From an optimization exercise on the open Yosys and OpenROAD flow, aimed at small area, a short achievable clock period and few clock cycles per item; shortcuts taken in it are not production practice. Power and IR drop assume default switching activity.

job 761:
==> module interval_set_table_top, before the edit <==
module interval_set_table_top (
  input  logic        clk,
  input  logic        rst,
  input  logic        in_valid,
  output logic        in_stall,
  input  logic [1:0]  cmd,
  input  logic [15:0] position,
  input  logic [16:0] fill_length,
  output logic        out_valid,
  input  logic        out_stall,
  output logic        is_member,
  output logic        table_full_error,
  output logic [4:0]  range_total
);
  localparam int N = 16;
  logic        accept;
  logic [16:0] p_ext, p_inc, fill_sum;
  logic [8:0]  fill_lo;
  logic [8:0]  fill_hi;
  logic [7:0]  a_fsl;    
  logic        a_fc;     
  logic [7:0]  a_flh;    
  logic        a_v;
  logic [1:0]  a_cmd;
  logic [16:0] a_x;      
  logic [16:0] a_y;      
  logic        a_fnz;    
  logic        a_fhi;    
  logic [16:0] a_xw;     
  always_comb begin
    p_ext    = {1'b0, position};
    p_inc    = p_ext + 17'd1;
    fill_lo  = {1'b0, position[7:0]} + {1'b0, fill_length[7:0]};
  end
  always_ff @(posedge clk) begin
    if (rst) begin
      a_v <= 1'b0;
    end else begin
      a_v <= accept;
    end
    a_cmd <= cmd;
    a_x   <= (cmd == 2'd1 || cmd == 2'd3) ? p_ext : p_inc;
    a_fsl <= fill_lo[7:0];
    a_fc  <= fill_lo[8];
    a_flh <= fill_length[15:8];
    a_y   <= (cmd == 2'd1) ? p_inc : p_ext;
    a_fnz <= fill_length != 17'd0;
    a_fhi <= fill_length[16];
  end
  always_comb begin
    fill_hi  = {1'b0, a_y[15:8]} + {1'b0, a_flh} + {8'd0, a_fc};
    fill_sum = {fill_hi, a_fsl};
    if (a_cmd != 2'd3) begin
      a_xw = a_x;
    end else if (a_fhi || fill_sum[16]) begin
      a_xw = 17'd65536;
    end else begin
      a_xw = fill_sum;
    end
  end
  logic [N-1:0] vs, ve;           
  logic [15:0]  st  [N];          
  logic [16:0]  en  [N];          
  logic [4:0]   cnt;              
  logic [N-1:0] c_le1, c_eq1, c_ge2, c_eq2;
  logic         f_le1, f_eq1, f_ge2, f_eq2;
  logic [N-1:0] c_s1, c_e1;
  logic         f_s1, f_e1, a_rm;
  logic        d_v;
  logic [1:0]  d_cmd;
  logic [16:0] d_x;      
  logic [16:0] d_y;      
  logic        d_fnz;
  logic [N-1:0] r_sle, r_seq, r_ele, r_eeq;
  for (genvar i = 0; i < N; i++) begin : g_ent
    ist_scan u_cmp (
      .first (st[i]),
      .fin   (en[i]),
      .x     (a_x),
      .y     (a_y),
      .le1   (c_le1[i]),
      .eq1   (c_eq1[i]),
      .ge2   (c_ge2[i]),
      .eq2   (c_eq2[i])
    );
  end
  ist_scan u_fix (
    .first (d_y[15:0]),
    .fin   (d_x),
    .x     (a_x),
    .y     (a_y),
    .le1   (f_le1),
    .eq1   (f_eq1),
    .ge2   (f_ge2),
    .eq2   (f_eq2)
  );
  always_comb begin
    a_rm = a_cmd == 2'd1;
    c_s1 = a_rm ? c_le1 : (c_le1 & ~c_eq1);
    c_e1 = a_rm ? ~c_ge2 : (~c_ge2 | c_eq2);
    f_s1 = a_rm ? f_le1 : (f_le1 & ~f_eq1);
    f_e1 = a_rm ? ~f_ge2 : (~f_ge2 | f_eq2);
  end
  logic [N-1:0] hs, he, free_s, free_e;
  logic         lows, lowe, member, any_s, any_e, grow, full;
  logic         is_add, is_rm;
  logic [N-1:0] vs_nx, ve_nx, we_s, we_e;
  logic [4:0]   cnt_nx;
  logic         r_mem, r_err;
  always_comb begin
    is_add = d_cmd == 2'd0;
    is_rm  = d_cmd == 2'd1;
    full   = cnt[4];
    lows   = 1'b1;
    lowe   = 1'b1;
    for (int i = 0; i < N; i++) begin
      free_s[i] = ~vs[i] & lows;
      lows      = lows & vs[i];
      free_e[i] = ~ve[i] & lowe;
      lowe      = lowe & ve[i];
    end
    member = (^(vs & r_sle)) ^ (^(ve & r_ele));
    hs     = vs & r_seq;
    he     = ve & r_eeq;
    any_s  = |hs;
    any_e  = |he;
    grow   = ((is_add & ~member) | (is_rm & member)) & ~any_s & ~any_e;
    vs_nx  = vs;
    ve_nx  = ve;
    we_s   = '0;
    we_e   = '0;
    cnt_nx = cnt;
    r_mem  = 1'b0;
    r_err  = 1'b0;
    unique case (d_cmd)
      2'd0, 2'd1: begin
        we_s   = hs | free_s;
        we_e   = he | free_e;
        vs_nx  = (vs & ~(hs & {N{any_e}})) | (free_s & {N{grow & ~full}});
        ve_nx  = (ve & ~(he & {N{any_s}})) | (free_e & {N{grow & ~full}});
        cnt_nx = (any_s & any_e) ? cnt - 5'd1 : ((grow & ~full) ? cnt + 5'd1 : cnt);
        r_err  = grow & full;
      end
      2'd2: begin
        r_mem = member;
      end
      default: begin
        we_s   = N'(1);
        we_e   = N'(1);
        vs_nx  = N'(d_fnz);
        ve_nx  = N'(d_fnz);
        cnt_nx = 5'(d_fnz);
      end
    endcase
    if (!d_v) begin
      we_s = '0;
      we_e = '0;
    end
  end
  always_ff @(posedge clk) begin
    if (rst) begin
      vs  <= '0;
      ve  <= '0;
      cnt <= '0;
      d_v <= 1'b0;
    end else begin
      d_v <= a_v;
      if (d_v) begin
        vs  <= vs_nx;
        ve  <= ve_nx;
        cnt <= cnt_nx;
      end
    end
  end
  always_ff @(posedge clk) begin
    d_cmd <= a_cmd;
    d_x   <= a_xw;
    d_y   <= a_y;
    d_fnz <= a_fnz;
    for (int i = 0; i < N; i++) begin
      if (we_s[i]) begin
        st[i] <= d_y[15:0];
      end
      if (we_e[i]) begin
        en[i] <= d_x;
      end
      r_sle[i] <= we_s[i] ? f_s1 : c_s1[i];
      r_seq[i] <= we_s[i] ? f_eq1 : c_eq1[i];
      r_ele[i] <= we_e[i] ? f_e1 : c_e1[i];
      r_eeq[i] <= we_e[i] ? f_eq2 : c_eq2[i];
    end
  end
  logic [2:0] q_cnt;
  logic [6:0] head;
  logic       pop;
  logic [2:0] owed;       
  assign pop      = out_valid && !out_stall;
  assign accept   = in_valid && !in_stall;
  always_ff @(posedge clk) begin
    if (rst) begin
      owed     <= '0;
      in_stall <= 1'b0;
    end else begin
      owed     <= owed + 3'(accept) - 3'(pop);
      in_stall <= (owed + 3'(accept) - 3'(pop)) >= 3'd4;
    end
  end
  ist_mem #(
    .DEPTH (4),
    .WIDTH (7),
    .CW    (3)
  ) u_res (
    .clk        (clk),
    .rst        (rst),
    .push       (d_v),
    .push_data  ({r_mem, r_err, cnt_nx}),
    .pop        (pop),
    .head_valid (out_valid),
    .head_data  (head),
    .count      (q_cnt)
  );
  assign is_member        = head[6];
  assign table_full_error = head[5];
  assign range_total      = head[4:0];
endmodule
export LEC_CHECK = 0
export CAP_MARGIN = 20
export CORE_MARGIN = 2
export CORE_UTILIZATION = 50
export SETUP_SLACK_MARGIN = 4.0
export SLEW_MARGIN = 20
export TNS_END_PERCENT = 5
create_clock -name core_clock -period 6.5 [get_ports {clk}]
run.sh (not shown) runs the stock make flow with config.mk's settings and CLKGATE_MAP_FILE= SYNTH_SCRIPT=/design/flow/synth_recipe.tcl, a recipe that flattens the netlist after the stock synthesis.
Job 761: full flow OK, the timing, DRC and antenna checks passed
The inputs of job 167 differ from those of job 761 as listed below.
diff --git a/flow/design.v b/flow/design.v
--- a/flow/design.v
+++ b/flow/design.v
@@ -93,47 +93,39 @@
   output logic        table_full_error,
   output logic [4:0]  range_total
 );
   localparam int N = 16;
   logic        accept;
   logic [16:0] p_ext, p_inc, fill_sum;
-  logic [8:0]  fill_lo;
-  logic [8:0]  fill_hi;
-  logic [7:0]  a_fsl;    
-  logic        a_fc;     
-  logic [7:0]  a_flh;    
+  logic [15:0] a_fl;     
   logic        a_v;
   logic [1:0]  a_cmd;
   logic [16:0] a_x;      
   logic [16:0] a_y;      
   logic        a_fnz;    
   logic        a_fhi;    
   logic [16:0] a_xw;     
   always_comb begin
     p_ext    = {1'b0, position};
     p_inc    = p_ext + 17'd1;
-    fill_lo  = {1'b0, position[7:0]} + {1'b0, fill_length[7:0]};
   end
   always_ff @(posedge clk) begin
     if (rst) begin
       a_v <= 1'b0;
     end else begin
       a_v <= accept;
     end
     a_cmd <= cmd;
     a_x   <= (cmd == 2'd1 || cmd == 2'd3) ? p_ext : p_inc;
-    a_fsl <= fill_lo[7:0];
-    a_fc  <= fill_lo[8];
-    a_flh <= fill_length[15:8];
+    a_fl  <= fill_length[15:0];
     a_y   <= (cmd == 2'd1) ? p_inc : p_ext;
     a_fnz <= fill_length != 17'd0;
     a_fhi <= fill_length[16];
   end
   always_comb begin
-    fill_hi  = {1'b0, a_y[15:8]} + {1'b0, a_flh} + {8'd0, a_fc};
-    fill_sum = {fill_hi, a_fsl};
+    fill_sum = a_y + {1'b0, a_fl};
     if (a_cmd != 2'd3) begin
       a_xw = a_x;
     end else if (a_fhi || fill_sum[16]) begin
       a_xw = 17'd65536;
     end else begin
       a_xw = fill_sum;
@@ -212,14 +204,14 @@
     we_e   = '0;
     cnt_nx = cnt;
     r_mem  = 1'b0;
     r_err  = 1'b0;
     unique case (d_cmd)
       2'd0, 2'd1: begin
-        we_s   = hs | free_s;
-        we_e   = he | free_e;
+        we_s   = (hs & {N{~any_e}}) | (free_s & {N{grow & ~full}});
+        we_e   = (he & {N{~any_s}}) | (free_e & {N{grow & ~full}});
         vs_nx  = (vs & ~(hs & {N{any_e}})) | (free_s & {N{grow & ~full}});
         ve_nx  = (ve & ~(he & {N{any_s}})) | (free_e & {N{grow & ~full}});
         cnt_nx = (any_s & any_e) ? cnt - 5'd1 : ((grow & ~full) ? cnt + 5'd1 : cnt);
         r_err  = grow & full;
       end
       2'd2: begin
--- outcome ---
Summary of job 167 over job 761: fraction of area in multi-input gates shrank by 0.61 points, standby leakage power rose by about 0.8%, final critical-path setup slack went down 480 ps, global-route wire length before repair rose 6.0%, wire length increased 6.8%.
Diff job 761 -> job 167: floorplan die width went up by 0.47%; number of setup buffers added after CTS went up by about 7%; met2 layer wire length in the routed design went up by about 9%; count of cell instances traversed by the critical path went down by 2.
Final design instance area without fill was lower in the run labelled job 167.
Function was not checked in any run of this note: the RTL went through the layout flow alone.

port drivers added, routing unchanged:
The flow's constraints put no driver on any port. The routed layouts listed below were extracted and timed again, unchanged, in two steps. Step 1, drivers: a clkbuf_16 drives clk and a buf_2 each remaining input, both assumed. Step 2 moves the port delays by t, midway between the first and last clock arrival at a register: inputs arrive t later, outputs are due t later. That takes back most of the time a late clock gives input paths. a / b / c = no drivers / after step 1 / after step 2; a / b = the first two.
run | t (ns) | slack for setup (ns) | latest minus earliest clock arrival (ns) | worst slew at a driven data input, ns
job 761 | 0.696 | 3.569 / 3.569 / 3.184 | 0.024 / 0.023 | 0.07
job 167 | 0.686 | 3.085 / 3.085 / 2.756 | 0.027 / 0.027 | 0.05
After both steps every run listed still meets setup and hold. For job 761, which loses most, drivers alone change the setup slack by 0.000 ns; drivers and shift together by -0.385 ns.
